Background: an optimization exercise with open tools, aiming at small area, a short achievable clock period and few clock cycles. Do not read the settings as production practice.
No run shown here included a check of the RTL's function; only the layout flow was run.

==> flow/design.v (outline; a module is shown in full before it is edited, if it fits) <==
// module matmul_sequencer: 1505 lines
module matmul_sequencer (
  input  logic       clk,
  input  logic       rst,
  input  logic       rx_valid,
  input  logic [7:0] rx_data,
  output logic [7:0] tx_data,
  output logic       tx_valid,
  input  logic       tx_ready,
  output logic       busy,
  output logic       done,
  output logic       err
);
  // ...
==> flow/flow/run.sh <==
#!/bin/bash
set -euo pipefail
bash standard.sh SETUP_SLACK_MARGIN=7.65 CTS_CLUSTER_SIZE=25 CTS_CLUSTER_DIAMETER=70 finish > standard.log 2>&1
==> flow/standard.sh <==
#!/bin/bash
# synth_recipe.tcl (not shown) runs the flow's synth.tcl, then flattens the netlist and writes it again
# the make line also repeats each setting of config.mk as NAME=value (left out here)
make -C /OpenROAD-flow-scripts/flow DESIGN_CONFIG=/design/flow/config.mk WORK_HOME=/design/flow/orfs CLKGATE_MAP_FILE= SYNTH_SCRIPT=/design/flow/synth_recipe.tcl "${@:-finish}"
==> flow/config.mk <==
export PLATFORM = sky130hd
export DESIGN_NAME = matmul_sequencer
export DESIGN_NICKNAME = matmul_sequencer
export VERILOG_FILES = /design/flow/design.v
export SDC_FILE = /design/flow/constraint.sdc
export NUM_CORES = 4
export LEC_CHECK = 0
export CAP_MARGIN = 20
export CORE_MARGIN = 2
export CORE_UTILIZATION = 40
export PLACE_DENSITY = 0.6
export SLEW_MARGIN = 20
==> flow/constraint.sdc <==
create_clock -name core_clock -period 11.0 [get_ports {clk}]
set_input_delay 2.2000 -clock core_clock [delete_from_list [all_inputs] [get_ports {clk}]]
set_output_delay 2.2000 -clock core_clock [all_outputs]
set_load 0.01 [all_outputs]
==> results.ini, run 1 <==
[run_status]
status=finished clean

[cts]
htreeDepth=3
cts_tree=built
cts_setup_buffers=57

[routing]
wirelength_um=123000
wl_per_cell_um=21.3
viasPerCell=5.18

[synth]
seq_area_frac_synth_pct=55.6
synthTopCellsByArea=dfxtp_1, fa_1, edfxtp_1

[sta]
tns_ns=0
fmax_mhz=293
whs_ns=0.316
fin_crit_sh_pct=31.0
finClkSkew_ns=0.0306
post-route-min-period_ns=3.41
relSlewSlack_pct=38.2

[worst_setup_path]
reg2reg_depth=13
r2r_slack_ns=7.68
crit_type=flop to primary output

[global_routing]
use_met1_pct=27.0

[die]
start_util_pct=40.2

[hold_path]
hold-path-endpoint=ar[3][0]
hp-class=flop to flop

[finish]
fin_cells=5775
regArea_um2=27700
dominant-cell-class=sequential cells
buffers=178

==> run 2, diff against run 1 <==
--- a/flow/design.v
+++ b/flow/design.v
@@ -6,18 +6,17 @@
   output logic [7:0] tx_data,
   output logic       tx_valid,
   input  logic       tx_ready,
   output logic       busy,
   output logic       done,
   output logic       err
 );
   localparam logic [1:0] S_HDR = 2'd0, S_A = 2'd1, S_B = 2'd2, S_RUN = 2'd3;
-  logic [1:0]  st_q, st, bcnt_q, hcnt_q, lph_q;
-  logic        hv_q;
+  logic [1:0]  st_q, bcnt_q, hcnt_q, lph_q;
   logic [1:0]  mm1_q, nm1_q, pm1_q, ci_q, ck_q;
   logic [23:0] word_q;
   logic        nz_q, busy_q, done_q, err_q;
   logic [31:0] hw_q;
   logic [1:0]  tk_q, tr_q, tj_q;
   logic        tfirst_q, tfinal_q, apend_q;
   logic [2:0]  pc_q;
   logic [31:0] ar [0:3][0:3];
@@ -29,27 +28,25 @@
   logic        wfin_q;
   logic [1:0]  wfj_q;
   logic [2:0]  fcol_q;
   logic [31:0] w_q;
   logic        wv_q, wlast_q;
   logic [1:0]  wb_q, oi_q, oj_q;
   logic        oall_q;
   logic [7:0]  tx_data_q;
-  logic        tx_valid_q, tx_last_q, txe_q, run;
+  logic        tx_valid_q, tx_last_q;
   logic        rxv, wend, hdr_ok, bload, going_busy, awe;
   logic [31:0] word_d;
-  assign st     = hv_q ? S_A : st_q;
-  assign run    = (st == S_RUN);
-  assign rxv    = rx_valid & ~run;
+  assign rxv    = rx_valid & ~busy_q;
   assign wend   = rxv & (bcnt_q == 2'd3);
   assign word_d = {word_q, rx_data};
   assign hdr_ok = ~nz_q & (rx_data[7:3] == 5'd0) & (rx_data[2:0] != 3'd0) &
                   ~(rx_data[2] & (rx_data[1:0] != 2'd0));
-  assign bload  = wend & (st == S_B);
+  assign bload  = wend & (st_q == S_B);
   assign going_busy = bload & (ci_q == nm1_q) & (ck_q == pm1_q);
   assign awe    = apend_q & ((lph_q + 2'd1) == tr_q);
   always_ff @(posedge clk) begin
     if (rxv) word_q <= word_d[23:0];
     if (wend) hw_q <= word_d;
   end
   always_comb begin
     for (int k = 0; k < 4; k++) begin
@@ -74,17 +71,17 @@
       cr[k][2] <= cr[k][1];
       cr[k][3] <= cr[k][2];
     end
   end
   logic [1:0]  ksel;
   logic [31:0] anext;
   logic [32:0] ax;
   logic [15:0] bone_q, btwo_q, bneg_q;
-  assign ksel  = (bcnt_q == 2'd3 && st == S_B) ? ci_q : tk_q;
+  assign ksel  = (bcnt_q == 2'd3 && st_q == S_B) ? ci_q : tk_q;
   assign anext = ains[ksel];
   assign ax    = {anext, 1'b0};
   always_ff @(posedge clk) begin
     for (int i = 0; i < 16; i++) begin
       bone_q[i] <= ax[2*i] ^ ax[2*i+1];
       btwo_q[i] <= (ax[2*i+2] & ~ax[2*i+1] & ~ax[2*i]) |
                    (~ax[2*i+2] & ax[2*i+1] & ax[2*i]);
       bneg_q[i] <= ax[2*i+2];
@@ -99,17 +96,17 @@
     pp[16] = '0;
     for (int i = 0; i < 16; i++) begin
       logic [31:0] sel;
       sel = ({32{bone_q[i]}} & hw_q) | ({32{btwo_q[i]}} & hx[31:0]);
       pp[i] = (sel ^ {32{bneg_q[i]}}) << (2*i);
       pp[16][2*i] = bneg_q[i];
     end
   end
-  localparam int NB = 93;
+  localparam int NB = 85;
   logic [NB-1:0] cut_d, cut_q;
   logic s1;
   logic c1;
   logic s2;
   logic c2;
   logic s3;
   logic c3;
   logic s4;
@@ -1077,60 +1074,48 @@
   assign s228 = c183 ^ s185 ^ c184;
   assign c228 = (c183 & s185) | (c183 & c184) | (s185 & c184);
   assign s229 = c185 ^ s187 ^ c186;
   assign c229 = (c185 & s187) | (c185 & c186) | (s187 & c186);
   assign s230 = c187 ^ s189 ^ c188;
   assign c230 = (c187 & s189) | (c187 & c188) | (s189 & c188);
   assign s231 = c189 ^ c190 ^ s191;
   assign c231 = (c189 & c190) | (c189 & s191) | (c190 & s191);
-  assign cut_d[0] = c191;
-  assign cut_d[1] = s193;
-  assign cut_d[2] = c192;
-  assign s232 = cut_q[0] ^ cut_q[1] ^ cut_q[2];
-  assign c232 = (cut_q[0] & cut_q[1]) | (cut_q[0] & cut_q[2]) | (cut_q[1] & cut_q[2]);
-  assign cut_d[3] = c193;
-  assign cut_d[4] = s195;
-  assign cut_d[5] = c194;
-  assign s233 = cut_q[3] ^ cut_q[4] ^ cut_q[5];
-  assign c233 = (cut_q[3] & cut_q[4]) | (cut_q[3] & cut_q[5]) | (cut_q[4] & cut_q[5]);
-  assign cut_d[6] = c195;
-  assign cut_d[7] = s197;
-  assign cut_d[8] = c196;
-  assign s234 = cut_q[6] ^ cut_q[7] ^ cut_q[8];
-  assign c234 = (cut_q[6] & cut_q[7]) | (cut_q[6] & cut_q[8]) | (cut_q[7] & cut_q[8]);
-  assign cut_d[9] = c197;
-  assign cut_d[10] = s199;
-  assign cut_d[11] = c198;
-  assign s235 = cut_q[9] ^ cut_q[10] ^ cut_q[11];
-  assign c235 = (cut_q[9] & cut_q[10]) | (cut_q[9] & cut_q[11]) | (cut_q[10] & cut_q[11]);
-  assign cut_d[12] = c199;
-  assign cut_d[13] = s201;
-  assign cut_d[14] = c200;
-  assign s236 = cut_q[12] ^ cut_q[13] ^ cut_q[14];
-  assign c236 = (cut_q[12] & cut_q[13]) | (cut_q[12] & cut_q[14]) | (cut_q[13] & cut_q[14]);
-  assign cut_d[15] = c201;
-  assign cut_d[16] = s203;
-  assign cut_d[17] = c202;
-  assign s237 = cut_q[15] ^ cut_q[16] ^ cut_q[17];
-  assign c237 = (cut_q[15] & cut_q[16]) | (cut_q[15] & cut_q[17]) | (cut_q[16] & cut_q[17]);
-  assign cut_d[18] = c203;
-  assign cut_d[19] = s205;
-  assign cut_d[20] = c204;
-  assign s238 = cut_q[18] ^ cut_q[19] ^ cut_q[20];
-  assign c238 = (cut_q[18] & cut_q[19]) | (cut_q[18] & cut_q[20]) | (cut_q[19] & cut_q[20]);
-  assign cut_d[21] = c205;
-  assign cut_d[22] = s207;
-  assign cut_d[23] = c206;
-  assign s239 = cut_q[21] ^ cut_q[22] ^ cut_q[23];
-  assign c239 = (cut_q[21] & cut_q[22]) | (cut_q[21] & cut_q[23]) | (cut_q[22] & cut_q[23]);
-  assign cut_d[24] = s209;
-  assign cut_d[25] = c207;
-  assign cut_d[26] = s210;
-  assign s240 = cut_q[24] ^ cut_q[25] ^ cut_q[26];
+  assign s232 = c191 ^ s193 ^ c192;
+  assign c232 = (c191 & s193) | (c191 & c192) | (s193 & c192);
+  assign s233 = c193 ^ s195 ^ c194;
+  assign c233 = (c193 & s195) | (c193 & c194) | (s195 & c194);
+  assign s234 = c195 ^ s197 ^ c196;
+  assign c234 = (c195 & s197) | (c195 & c196) | (s197 & c196);
+  assign cut_d[0] = c197;
+  assign cut_d[1] = s199;
+  assign cut_d[2] = c198;
+  assign s235 = cut_q[0] ^ cut_q[1] ^ cut_q[2];
+  assign c235 = (cut_q[0] & cut_q[1]) | (cut_q[0] & cut_q[2]) | (cut_q[1] & cut_q[2]);
+  assign cut_d[3] = c199;
+  assign cut_d[4] = s201;
+  assign cut_d[5] = c200;
+  assign s236 = cut_q[3] ^ cut_q[4] ^ cut_q[5];
+  assign c236 = (cut_q[3] & cut_q[4]) | (cut_q[3] & cut_q[5]) | (cut_q[4] & cut_q[5]);
+  assign cut_d[6] = c201;
+  assign cut_d[7] = s203;
+  assign cut_d[8] = c202;
+  assign s237 = cut_q[6] ^ cut_q[7] ^ cut_q[8];
+  assign c237 = (cut_q[6] & cut_q[7]) | (cut_q[6] & cut_q[8]) | (cut_q[7] & cut_q[8]);
+  assign cut_d[9] = c203;
+  assign cut_d[10] = s205;
+  assign cut_d[11] = c204;
+  assign s238 = cut_q[9] ^ cut_q[10] ^ cut_q[11];
+  assign c238 = (cut_q[9] & cut_q[10]) | (cut_q[9] & cut_q[11]) | (cut_q[10] & cut_q[11]);
+  assign cut_d[12] = c205;
+  assign cut_d[13] = s207;
+  assign cut_d[14] = c206;
+  assign s239 = cut_q[12] ^ cut_q[13] ^ cut_q[14];
+  assign c239 = (cut_q[12] & cut_q[13]) | (cut_q[12] & cut_q[14]) | (cut_q[13] & cut_q[14]);
+  assign s240 = s209 ^ c207 ^ s210;
   assign s241 = bneg_q[0] ^ pp[0][0];
   assign c241 = bneg_q[0] & pp[0][0];
   assign s242 = pp[0][1] ^ cadd[1];
   assign c242 = pp[0][1] & cadd[1];
   assign s243 = pp[1][2] ^ s211 ^ cadd[2];
   assign c243 = (pp[1][2] & s211) | (pp[1][2] & cadd[2]) | (s211 & cadd[2]);
   assign s244 = c211 ^ s212 ^ cadd[3];
   assign c244 = (c211 & s212) | (c211 & cadd[3]) | (s212 & cadd[3]);
@@ -1149,152 +1134,156 @@
   assign s251 = s168 ^ c218 ^ s219;
   assign c251 = (s168 & c218) | (s168 & s219) | (c218 & s219);
   assign s252 = s170 ^ c219 ^ s220;
   assign c252 = (s170 & c219) | (s170 & s220) | (c219 & s220);
   assign s253 = s172 ^ c220 ^ s221;
   assign c253 = (s172 & c220) | (s172 & s221) | (c220 & s221);
   assign s254 = s174 ^ c221 ^ s222;
   assign c254 = (s174 & c221) | (s174 & s222) | (c221 & s222);
-  assign cut_d[27] = c222;
-  assign cut_d[28] = s176;
-  assign cut_d[29] = s223;
-  assign s255 = cut_q[27] ^ cut_q[28] ^ cut_q[29];
-  assign c255 = (cut_q[27] & cut_q[28]) | (cut_q[27] & cut_q[29]) | (cut_q[28] & cut_q[29]);
-  assign cut_d[30] = s178;
-  assign cut_d[31] = c223;
-  assign cut_d[32] = s224;
-  assign s256 = cut_q[30] ^ cut_q[31] ^ cut_q[32];
-  assign c256 = (cut_q[30] & cut_q[31]) | (cut_q[30] & cut_q[32]) | (cut_q[31] & cut_q[32]);
-  assign cut_d[33] = s180;
-  assign cut_d[34] = c224;
-  assign cut_d[35] = s225;
-  assign s257 = cut_q[33] ^ cut_q[34] ^ cut_q[35];
-  assign c257 = (cut_q[33] & cut_q[34]) | (cut_q[33] & cut_q[35]) | (cut_q[34] & cut_q[35]);
-  assign cut_d[36] = s182;
-  assign cut_d[37] = c225;
-  assign cut_d[38] = s226;
-  assign s258 = cut_q[36] ^ cut_q[37] ^ cut_q[38];
-  assign c258 = (cut_q[36] & cut_q[37]) | (cut_q[36] & cut_q[38]) | (cut_q[37] & cut_q[38]);
-  assign cut_d[39] = s184;
-  assign cut_d[40] = c226;
-  assign cut_d[41] = s227;
-  assign s259 = cut_q[39] ^ cut_q[40] ^ cut_q[41];
-  assign c259 = (cut_q[39] & cut_q[40]) | (cut_q[39] & cut_q[41]) | (cut_q[40] & cut_q[41]);
-  assign cut_d[42] = s186;
-  assign cut_d[43] = c227;
-  assign cut_d[44] = s228;
-  assign s260 = cut_q[42] ^ cut_q[43] ^ cut_q[44];
-  assign c260 = (cut_q[42] & cut_q[43]) | (cut_q[42] & cut_q[44]) | (cut_q[43] & cut_q[44]);
-  assign cut_d[45] = s188;
-  assign cut_d[46] = c228;
-  assign cut_d[47] = s229;
-  assign s261 = cut_q[45] ^ cut_q[46] ^ cut_q[47];
-  assign c261 = (cut_q[45] & cut_q[46]) | (cut_q[45] & cut_q[47]) | (cut_q[46] & cut_q[47]);
-  assign cut_d[48] = s190;
-  assign cut_d[49] = c229;
-  assign cut_d[50] = s230;
-  assign s262 = cut_q[48] ^ cut_q[49] ^ cut_q[50];
-  assign c262 = (cut_q[48] & cut_q[49]) | (cut_q[48] & cut_q[50]) | (cut_q[49] & cut_q[50]);
-  assign cut_d[51] = s192;
-  assign cut_d[52] = c230;
-  assign cut_d[53] = s231;
-  assign s263 = cut_q[51] ^ cut_q[52] ^ cut_q[53];
-  assign c263 = (cut_q[51] & cut_q[52]) | (cut_q[51] & cut_q[53]) | (cut_q[52] & cut_q[53]);
-  assign cut_d[54] = s194;
-  assign cut_d[55] = c231;
-  assign s264 = cut_q[54] ^ cut_q[55] ^ s232;
-  assign c264 = (cut_q[54] & cut_q[55]) | (cut_q[54] & s232) | (cut_q[55] & s232);
-  assign cut_d[56] = s196;
-  assign s265 = cut_q[56] ^ c232 ^ s233;
-  assign c265 = (cut_q[56] & c232) | (cut_q[56] & s233) | (c232 & s233);
-  assign cut_d[57] = s198;
-  assign s266 = cut_q[57] ^ c233 ^ s234;
-  assign c266 = (cut_q[57] & c233) | (cut_q[57] & s234) | (c233 & s234);
-  assign cut_d[58] = s200;
-  assign s267 = cut_q[58] ^ c234 ^ s235;
-  assign c267 = (cut_q[58] & c234) | (cut_q[58] & s235) | (c234 & s235);
-  assign cut_d[59] = s202;
-  assign s268 = cut_q[59] ^ c235 ^ s236;
-  assign c268 = (cut_q[59] & c235) | (cut_q[59] & s236) | (c235 & s236);
-  assign cut_d[60] = s204;
-  assign s269 = cut_q[60] ^ c236 ^ s237;
-  assign c269 = (cut_q[60] & c236) | (cut_q[60] & s237) | (c236 & s237);
-  assign cut_d[61] = s206;
-  assign s270 = cut_q[61] ^ c237 ^ s238;
-  assign c270 = (cut_q[61] & c237) | (cut_q[61] & s238) | (c237 & s238);
-  assign cut_d[62] = s208;
-  assign s271 = cut_q[62] ^ c238 ^ s239;
-  assign c271 = (cut_q[62] & c238) | (cut_q[62] & s239) | (c238 & s239);
-  assign cut_d[63] = c208;
-  assign s272 = cut_q[63] ^ s240 ^ c239;
-  assign cut_d[64] = cadd[0];
-  assign cut_d[65] = s241;
-  assign cut_d[66] = c241;
-  assign cut_d[67] = s242;
-  assign cut_d[68] = c242;
-  assign cut_d[69] = s243;
-  assign cut_d[70] = c243;
-  assign cut_d[71] = s244;
-  assign cut_d[72] = c244;
-  assign cut_d[73] = s245;
-  assign cut_d[74] = c245;
-  assign cut_d[75] = s246;
-  assign cut_d[76] = c246;
-  assign cut_d[77] = s247;
-  assign cut_d[78] = c247;
-  assign cut_d[79] = s248;
-  assign cut_d[80] = c248;
-  assign cut_d[81] = s249;
-  assign cut_d[82] = c249;
-  assign cut_d[83] = s250;
-  assign cut_d[84] = c250;
-  assign cut_d[85] = s251;
-  assign cut_d[86] = c251;
-  assign cut_d[87] = s252;
-  assign cut_d[88] = c252;
-  assign cut_d[89] = s253;
-  assign cut_d[90] = c253;
-  assign cut_d[91] = s254;
-  assign cut_d[92] = c254;
-  assign t_s[0] = cut_q[64];
-  assign t_c[0] = cut_q[65];
-  assign t_s[1] = cut_q[66];
-  assign t_c[1] = cut_q[67];
-  assign t_s[2] = cut_q[68];
-  assign t_c[2] = cut_q[69];
-  assign t_s[3] = cut_q[70];
-  assign t_c[3] = cut_q[71];
-  assign t_s[4] = cut_q[72];
-  assign t_c[4] = cut_q[73];
-  assign t_s[5] = cut_q[74];
-  assign t_c[5] = cut_q[75];
-  assign t_s[6] = cut_q[76];
-  assign t_c[6] = cut_q[77];
-  assign t_s[7] = cut_q[78];
-  assign t_c[7] = cut_q[79];
-  assign t_s[8] = cut_q[80];
-  assign t_c[8] = cut_q[81];
-  assign t_s[9] = cut_q[82];
-  assign t_c[9] = cut_q[83];
-  assign t_s[10] = cut_q[84];
-  assign t_c[10] = cut_q[85];
-  assign t_s[11] = cut_q[86];
-  assign t_c[11] = cut_q[87];
-  assign t_s[12] = cut_q[88];
-  assign t_c[12] = cut_q[89];
-  assign t_s[13] = cut_q[90];
-  assign t_c[13] = cut_q[91];
-  assign t_s[14] = cut_q[92];
-  assign t_c[14] = s255;
-  assign t_s[15] = c255;
-  assign t_c[15] = s256;
-  assign t_s[16] = c256;
-  assign t_c[16] = s257;
-  assign t_s[17] = c257;
+  assign s255 = c222 ^ s176 ^ s223;
+  assign c255 = (c222 & s176) | (c222 & s223) | (s176 & s223);
+  assign s256 = s178 ^ c223 ^ s224;
+  assign c256 = (s178 & c223) | (s178 & s224) | (c223 & s224);
+  assign s257 = s180 ^ c224 ^ s225;
+  assign c257 = (s180 & c224) | (s180 & s225) | (c224 & s225);
+  assign cut_d[15] = s182;
+  assign cut_d[16] = c225;
+  assign cut_d[17] = s226;
+  assign s258 = cut_q[15] ^ cut_q[16] ^ cut_q[17];
+  assign c258 = (cut_q[15] & cut_q[16]) | (cut_q[15] & cut_q[17]) | (cut_q[16] & cut_q[17]);
+  assign cut_d[18] = s184;
+  assign cut_d[19] = c226;
+  assign cut_d[20] = s227;
+  assign s259 = cut_q[18] ^ cut_q[19] ^ cut_q[20];
+  assign c259 = (cut_q[18] & cut_q[19]) | (cut_q[18] & cut_q[20]) | (cut_q[19] & cut_q[20]);
+  assign cut_d[21] = s186;
+  assign cut_d[22] = c227;
+  assign cut_d[23] = s228;
+  assign s260 = cut_q[21] ^ cut_q[22] ^ cut_q[23];
+  assign c260 = (cut_q[21] & cut_q[22]) | (cut_q[21] & cut_q[23]) | (cut_q[22] & cut_q[23]);
+  assign cut_d[24] = s188;
+  assign cut_d[25] = c228;
+  assign cut_d[26] = s229;
+  assign s261 = cut_q[24] ^ cut_q[25] ^ cut_q[26];
+  assign c261 = (cut_q[24] & cut_q[25]) | (cut_q[24] & cut_q[26]) | (cut_q[25] & cut_q[26]);
+  assign cut_d[27] = s190;
+  assign cut_d[28] = c229;
+  assign cut_d[29] = s230;
+  assign s262 = cut_q[27] ^ cut_q[28] ^ cut_q[29];
+  assign c262 = (cut_q[27] & cut_q[28]) | (cut_q[27] & cut_q[29]) | (cut_q[28] & cut_q[29]);
+  assign cut_d[30] = s192;
+  assign cut_d[31] = c230;
+  assign cut_d[32] = s231;
+  assign s263 = cut_q[30] ^ cut_q[31] ^ cut_q[32];
+  assign c263 = (cut_q[30] & cut_q[31]) | (cut_q[30] & cut_q[32]) | (cut_q[31] & cut_q[32]);
+  assign cut_d[33] = s194;
+  assign cut_d[34] = c231;
+  assign cut_d[35] = s232;
+  assign s264 = cut_q[33] ^ cut_q[34] ^ cut_q[35];
+  assign c264 = (cut_q[33] & cut_q[34]) | (cut_q[33] & cut_q[35]) | (cut_q[34] & cut_q[35]);
+  assign cut_d[36] = s196;
+  assign cut_d[37] = c232;
+  assign cut_d[38] = s233;
+  assign s265 = cut_q[36] ^ cut_q[37] ^ cut_q[38];
+  assign c265 = (cut_q[36] & cut_q[37]) | (cut_q[36] & cut_q[38]) | (cut_q[37] & cut_q[38]);
+  assign cut_d[39] = s198;
+  assign cut_d[40] = c233;
+  assign cut_d[41] = s234;
+  assign s266 = cut_q[39] ^ cut_q[40] ^ cut_q[41];
+  assign c266 = (cut_q[39] & cut_q[40]) | (cut_q[39] & cut_q[41]) | (cut_q[40] & cut_q[41]);
+  assign cut_d[42] = s200;
+  assign cut_d[43] = c234;
+  assign s267 = cut_q[42] ^ cut_q[43] ^ s235;
+  assign c267 = (cut_q[42] & cut_q[43]) | (cut_q[42] & s235) | (cut_q[43] & s235);
+  assign cut_d[44] = s202;
+  assign s268 = cut_q[44] ^ c235 ^ s236;
+  assign c268 = (cut_q[44] & c235) | (cut_q[44] & s236) | (c235 & s236);
+  assign cut_d[45] = s204;
+  assign s269 = cut_q[45] ^ c236 ^ s237;
+  assign c269 = (cut_q[45] & c236) | (cut_q[45] & s237) | (c236 & s237);
+  assign cut_d[46] = s206;
+  assign s270 = cut_q[46] ^ c237 ^ s238;
+  assign c270 = (cut_q[46] & c237) | (cut_q[46] & s238) | (c237 & s238);
+  assign cut_d[47] = s208;
+  assign s271 = cut_q[47] ^ c238 ^ s239;
+  assign c271 = (cut_q[47] & c238) | (cut_q[47] & s239) | (c238 & s239);
+  assign cut_d[48] = c208;
+  assign cut_d[49] = s240;
+  assign s272 = cut_q[48] ^ cut_q[49] ^ c239;
+  assign cut_d[50] = cadd[0];
+  assign cut_d[51] = s241;
+  assign cut_d[52] = c241;
+  assign cut_d[53] = s242;
+  assign cut_d[54] = c242;
+  assign cut_d[55] = s243;
+  assign cut_d[56] = c243;
+  assign cut_d[57] = s244;
+  assign cut_d[58] = c244;
+  assign cut_d[59] = s245;
+  assign cut_d[60] = c245;
+  assign cut_d[61] = s246;
+  assign cut_d[62] = c246;
+  assign cut_d[63] = s247;
+  assign cut_d[64] = c247;
+  assign cut_d[65] = s248;
+  assign cut_d[66] = c248;
+  assign cut_d[67] = s249;
+  assign cut_d[68] = c249;
+  assign cut_d[69] = s250;
+  assign cut_d[70] = c250;
+  assign cut_d[71] = s251;
+  assign cut_d[72] = c251;
+  assign cut_d[73] = s252;
+  assign cut_d[74] = c252;
+  assign cut_d[75] = s253;
+  assign cut_d[76] = c253;
+  assign cut_d[77] = s254;
+  assign cut_d[78] = c254;
+  assign cut_d[79] = s255;
+  assign cut_d[80] = c255;
+  assign cut_d[81] = s256;
+  assign cut_d[82] = c256;
+  assign cut_d[83] = s257;
+  assign cut_d[84] = c257;
+  assign t_s[0] = cut_q[50];
+  assign t_c[0] = cut_q[51];
+  assign t_s[1] = cut_q[52];
+  assign t_c[1] = cut_q[53];
+  assign t_s[2] = cut_q[54];
+  assign t_c[2] = cut_q[55];
+  assign t_s[3] = cut_q[56];
+  assign t_c[3] = cut_q[57];
+  assign t_s[4] = cut_q[58];
+  assign t_c[4] = cut_q[59];
+  assign t_s[5] = cut_q[60];
+  assign t_c[5] = cut_q[61];
+  assign t_s[6] = cut_q[62];
+  assign t_c[6] = cut_q[63];
+  assign t_s[7] = cut_q[64];
+  assign t_c[7] = cut_q[65];
+  assign t_s[8] = cut_q[66];
+  assign t_c[8] = cut_q[67];
+  assign t_s[9] = cut_q[68];
+  assign t_c[9] = cut_q[69];
+  assign t_s[10] = cut_q[70];
+  assign t_c[10] = cut_q[71];
+  assign t_s[11] = cut_q[72];
+  assign t_c[11] = cut_q[73];
+  assign t_s[12] = cut_q[74];
+  assign t_c[12] = cut_q[75];
+  assign t_s[13] = cut_q[76];
+  assign t_c[13] = cut_q[77];
+  assign t_s[14] = cut_q[78];
+  assign t_c[14] = cut_q[79];
+  assign t_s[15] = cut_q[80];
+  assign t_c[15] = cut_q[81];
+  assign t_s[16] = cut_q[82];
+  assign t_c[16] = cut_q[83];
+  assign t_s[17] = cut_q[84];
   assign t_c[17] = s258;
   assign t_s[18] = c258;
   assign t_c[18] = s259;
   assign t_s[19] = c259;
   assign t_c[19] = s260;
   assign t_s[20] = c260;
   assign t_c[20] = s261;
   assign t_s[21] = c261;
@@ -1318,47 +1307,42 @@
   assign t_s[30] = c270;
   assign t_c[30] = s271;
   assign t_s[31] = c271;
   assign t_c[31] = s272;
   always_ff @(posedge clk) cut_q <= cut_d;
   logic        take, txfree, busy_eff, tx_go, w_to_tx, wfree, avail, load, direct;
   logic [31:0] src;
   logic [7:0]  wbyte;
-  assign take     = ~txe_q & tx_ready;
-  assign txfree   = txe_q | tx_ready;
-  assign busy_eff = run | going_busy;
+  assign take     = tx_valid_q & tx_ready;
+  assign txfree   = ~tx_valid_q | tx_ready;
+  assign busy_eff = busy_q | going_busy;
   assign tx_go    = txfree & busy_eff;
   assign w_to_tx  = tx_go & wv_q;
-  assign wfree    = ~wv_q | (txfree & run & (wb_q == 2'd3));
+  assign wfree    = ~wv_q | (w_to_tx & (wb_q == 2'd3));
   assign src      = cr[oj_q][0];
-  assign avail    = st[1] & ~oall_q & ((lph_q + 2'd2) == oi_q) &
+  assign avail    = st_q[1] & ~oall_q & ((lph_q + 2'd2) == oi_q) &
                     (({1'b0, oj_q} < fcol_q) | (wfin_q & (wfj_q == oj_q)));
   assign load     = avail & wfree;
   assign direct   = load & tx_go & ~wv_q;
   always_comb begin
     unique case (wb_q)
       2'd0:    wbyte = w_q[31:24];
       2'd1:    wbyte = w_q[23:16];
       2'd2:    wbyte = w_q[15:8];
       default: wbyte = w_q[7:0];
     endcase
   end
-  always_ff @(posedge clk or posedge rst) begin
-    if (rst) txe_q <= 1'b1;
-    else if (tx_go) txe_q <= ~(wv_q | direct);
-  end
   always_ff @(posedge clk) begin
     if (load) w_q <= src;
     if (tx_go) tx_data_q <= wv_q ? wbyte : src[31:24];
   end
   always_ff @(posedge clk or posedge rst) begin
     if (rst) begin
       st_q      <= S_HDR;
-      hv_q      <= 1'b0;
       bcnt_q    <= '0;
       hcnt_q    <= '0;
       lph_q     <= '0;
       mm1_q     <= '0;
       nm1_q     <= '0;
       pm1_q     <= '0;
       ci_q      <= '0;
       ck_q      <= '0;
@@ -1386,42 +1370,40 @@
       oi_q      <= '0;
       oj_q      <= '0;
       oall_q    <= 1'b0;
       tx_valid_q <= 1'b0;
       tx_last_q <= 1'b0;
     end else begin
       done_q <= 1'b0;
       err_q  <= 1'b0;
-      hv_q   <= 1'b0;
-      if (hv_q) st_q <= S_A;
       lph_q  <= lph_q + 2'd1;
       if (rxv) begin
         bcnt_q <= bcnt_q + 2'd1;
         nz_q   <= (bcnt_q == 2'd3) ? 1'b0 : (nz_q | (rx_data != 8'd0));
       end
-      unique case (st)
+      unique case (st_q)
         S_HDR: begin
-          ci_q <= '0;
-          ck_q <= '0;
           if (rxv) lph_q <= 2'd0;
           if (wend) begin
-            unique case (hcnt_q)
-              2'd0:    mm1_q <= rx_data[1:0] - 2'd1;
-              2'd1:    nm1_q <= rx_data[1:0] - 2'd1;
-              default: pm1_q <= rx_data[1:0] - 2'd1;
-            endcase
             if (!hdr_ok) begin
               err_q  <= 1'b1;
               hcnt_q <= '0;
             end else begin
+              unique case (hcnt_q)
+                2'd0:    mm1_q <= rx_data[1:0] - 2'd1;
+                2'd1:    nm1_q <= rx_data[1:0] - 2'd1;
+                default: pm1_q <= rx_data[1:0] - 2'd1;
+              endcase
               hcnt_q <= hcnt_q + 2'd1;
               if (hcnt_q == 2'd2) begin
                 hcnt_q <= '0;
-                hv_q   <= 1'b1;
+                st_q   <= S_A;
+                ci_q   <= '0;
+                ck_q   <= '0;
               end
             end
           end
         end
         S_A: if (wend) begin
           tk_q    <= ck_q;
           tr_q    <= ci_q;
           apend_q <= 1'b1;
@@ -1452,26 +1434,26 @@
               ci_q <= ci_q + 2'd1;
             end
           end else begin
             ck_q <= ck_q + 2'd1;
           end
         end
         default: ;
       endcase
-      if (awe && !(st == S_A && wend)) apend_q <= 1'b0;
+      if (awe && !(st_q == S_A && wend)) apend_q <= 1'b0;
       if (bload) pc_q <= 3'd4;
       else if (pc_q != 3'd0) pc_q <= pc_q - 3'd1;
       s2v_q    <= (pc_q != 3'd0);
       s2j_q    <= tj_q;
       s2fin_q  <= tfinal_q;
       s2last_q <= (pc_q == 3'd1);
       wfin_q   <= s2v_q & s2fin_q;
       wfj_q    <= s2j_q;
-      if (st == S_HDR) fcol_q <= '0;
+      if (st_q == S_HDR) fcol_q <= '0;
       else if (s2v_q && s2fin_q && s2last_q) fcol_q <= fcol_q + 3'd1;
       if (load) begin
         wv_q    <= 1'b1;
         wb_q    <= direct ? 2'd1 : 2'd0;
         wlast_q <= (oi_q == mm1_q) && (oj_q == pm1_q);
         if (oj_q == pm1_q) begin
           oj_q <= '0;
           if (oi_q == mm1_q) oall_q <= 1'b1;
==> results.ini, run 2 <==
[run_status]
status=finished clean  ; unchanged

[cts]
hold_buffers=0  ; unchanged
cts_tree=built  ; unchanged
clk_latency_ns=0.66  ; was 0.70 ns
htreeDepth=3  ; unchanged
cts.sinks=1309  ; was 1319
clockBufferDepth=3  ; unchanged
cts-root-buf=clkbuf_16  ; unchanged
path_clk_slew_ns=0.09  ; about the same
cts_buffers=68  ; was 76

[synth]
synth_xor_area_share_pct=6.52  ; was 6.37%
yosys_warnings=6  ; unchanged
synth_top_area_share_pct=47.5  ; was 46.9%
synthesis.area_um2=48700  ; was 49800 um^2
synth_fa_ha_area_share_pct=11.4  ; was 11.2%
synth_area_per_cell_um2=11.9  ; was 12.2 um^2
synthFlopType=dfxtp_1  ; unchanged
synth-seq-cells=1309  ; was 1319
synthSimpleGateAreaFrac_pct=6.58  ; was 5.07%
synthTopCellsByArea=dfxtp_1, fa_1, edfxtp_1  ; unchanged
synthMuxAreaShare_pct=5.39  ; was 6.26%
synth_cells=4096  ; was 4095
synth_top_cell_by_area=dfxtp_1  ; unchanged
synth_top_family_by_area=adder cells  ; unchanged
syn_nets=4417  ; was 4416
ys_types=73  ; was 87
post-synth-top-count-cell=dfxtp_1  ; unchanged
synth_compound_area_share_pct=9.48  ; was 10.9%
synth-async-reset-ratio_pct=4.28  ; was 4.40%
seq_area_frac_synth_pct=56.3  ; was 55.6%
synth_common_cells=dfxtp_1, nand2_1, inv_1  ; was dfxtp_1, inv_1, a22oi_1
synth_edf_count=96  ; unchanged

[worst_setup_path]
critPathMaxStageDelay_ns=0.45  ; was 0.38 ns
critPathLaunchType=flop  ; unchanged
crit_type=flop to primary output  ; unchanged
cp_cell_sequence=buf_2  ; unchanged
critPathArrivalTime_ns=1.28  ; was 1.21 ns
crit_family=flip-flops  ; unchanged
cp_data_required_time_ns=8.80  ; about the same
path_buf_inv=1  ; unchanged
critPathMaxFanout=1  ; unchanged
endpoint_kind=primary output  ; unchanged
crit_slowest_cell=edfxtp_1  ; unchanged

[sta]
hold_viol=0  ; unchanged
fmax_mhz=288  ; was 293 MHz
slew_violations=0  ; unchanged
worst_slew_pin_slew_ns=1.07  ; was 0.927 ns
setup_violations=0  ; unchanged
relSlewSlack_pct=28.7  ; was 38.2%
rsz0062_at_grt=yes  ; unchanged
fin_crit_sh_pct=31.6  ; was 31.0%
post-route-min-period_ns=3.48  ; was 3.41 ns
tns_ns=0  ; unchanged
finClkSkew_ns=0.0380  ; was 0.0306 ns

[finish]
multiInputGateArea_um2=20200  ; was 20400 um^2
final_common_cell=dfxtp_1  ; unchanged
diodes=0  ; was 1
drive_gt1_share_pct=15.7  ; was 14.3%
fin_util_pct=45.5  ; was 45.1%
regArea_um2=27500  ; was 27700 um^2
area_growth_pct=13.4  ; was 12.0%
fillCellCount=11200  ; was 11400
mostFrequentLayoutCells=dfxtp_1, nand2_1, inv_1  ; was dfxtp_1, inv_1, nand2_1
reg_top3=ar (512), cr (512), cut_q (85)  ; was ar (512), cr (512), cut_q (93)
fin_nets=4431  ; was 4408

[routing]
drt_iter0_markers=2361  ; was 2498
drtPass1Iterations=6  ; was 7
wirelength_um=126000  ; was 123000 um
num_vias=29800  ; was 29900
drtAntennaViolNets=0  ; unchanged
wl_per_cell_um=21.8  ; was 21.3 um
drc_errors=0  ; unchanged
viasPerCell=5.15  ; was 5.18

[place]
post-dp-hpwl_um=76400  ; was 79300 um
portBuffers=23  ; unchanged
gp_congestion=0.823  ; was 0.848

[run]
drv_cap=0  ; unchanged

[global_routing]
grt_pass1_wl_um=188000  ; was 187000 um
grtUsageTotal_pct=19.8  ; was 19.3%
overflow=0  ; unchanged
antenna_found_initial=2  ; unchanged
use_met1_pct=27.7  ; was 27.0%
grt_util_met2_pct=31.4  ; was 30.1%
grtUsageMet3_pct=3.05  ; was 3.09%
first_global_vias=29800  ; was 30100
grt_max_degree=69  ; was 70
top_usage_layer=met2  ; unchanged

[die]
die-width_um=353  ; was 357 um
fp.dieH_um=353  ; was 357 um
die_area_um2=125000  ; was 127000 um^2
start_util_pct=40.1  ; was 40.2%
core_area_um2=121000  ; was 124000 um^2
std_cell_rows=128  ; was 129
pin_count=24  ; unchanged

[hold_path]
hp-class=flop to flop  ; unchanged

## run 2: cell types whose count changed after synthesis, sizes merged, moves of 15 or more
cell,before,now
inv,314,290
a221oi,0,20
o211ai,53,18
mux2i,105,82
nand2,250,375
nand2b,30,59
o2111ai,19,1
o21ai,173,143
mux2,118,96
o22a,15,0
nor2,74,96
or4,20,0
## run 2: path summary, 6_finish.rpt
check | start | to | slack, ns | cells past startpoint
min in group asynchronous | rst | nz_q | 2.12 | 3
setup reg to reg | tj_q[0] | cut_q[81] | 7.53 | 11
hold reg to reg | cr[1][29] | cr[2][29] | 0.32 | 0
max in group asynchronous | rst | tj_q[1] | 8.30 | 3
hold / removal | cr[1][29] | cr[2][29] | 0.32 | 0
setup / recovery | tx_data_q[5] | tx_data[5] | 7.52 | 1
## run 2: stage by stage
step	setup WS, ns	std cells	hold WS, ns	area [um^2]
after detailed placement	5.44	5559	0.312	50700
after floorplan	6.91	4096	0.310	49000
after global routing	7.46	5773	0.326	55300
after global placement	5.48	5559	0.310	50700
after CTS	7.50	5753	0.319	54400
final	7.52	5773	0.319	55300
## run 2: layout make-up
cell class | count | share of cell area [%]
clock inverters | 21 | 0.582
well taps | 1625 | 3.68
repair buffers | 202 | 4.19
clock buffers | 87 | 3.25
flip-flops and latches | 1309 | 49.8
multi-input cells | 2238 | 36.5
inverters | 291 | 2.01
## run 2: cells by family after synthesis
kind of cell	after synthesis
flip-flops	1309
AND/OR/NAND/NOR	702
AO/OA/AOI/OAI	651
buffers and inverters	552
XOR/XNOR	363
adder cells (fa/ha/maj)	309
multiplexers	210
## run 2: metal layers
layer	wire, um	vias up
met5	0	-
met4	4330	0
met3	7990	249
met2	56100	983
met1	57200	14800
li1	-	13700
## run 2: timing repair
action                     CTS  global route
pin swaps                   57            95
gates cloned                11             2
setup endpoints to repair  209           132
setup buffers               75            18
resized for setup          268           171
## run 2: worst reg2reg max path, cell delays in order, from the launching register on
cell,delay (ns)
dfrtp_2,0.38
buf_12,0.15
buf_16,0.17
buf_8,0.11
mux4_2,0.55
nor2b_4,0.16
fa_2,0.56
fa_2,0.19
inv_2,0.04
fa_2,0.56
inv_2,0.04
fa_2,0.51

## port drivers added, routing unchanged
In the flow no input, the clock included, has a driving cell. The finished layouts below were timed again as built, in two steps. Step 1, drivers: a clkbuf_16 drives clk and a buf_2 each remaining input, both assumed. Step 2, shift: input delay + t, output delay - t, t = (earliest + latest rising clock arrival at the registers) / 2. This alone moves slack from input paths to output paths. Three values: ideal ports, drivers, drivers and shift; two values: the first two.
run	shift t [ns]	slack for setup (ns)	worst data-port slew with drivers (ns)	cell pins on the clock port's net
run 1	0.755	7.589 / 7.517 / 6.946	0.14	1
run 2	0.716	7.524 / 7.452 / 7.021	0.06	1
After both steps setup and hold are still met in every run listed. The setup slack of run 1, which loses most, moves by -0.072 ns with the drivers and by -0.643 ns with both steps.
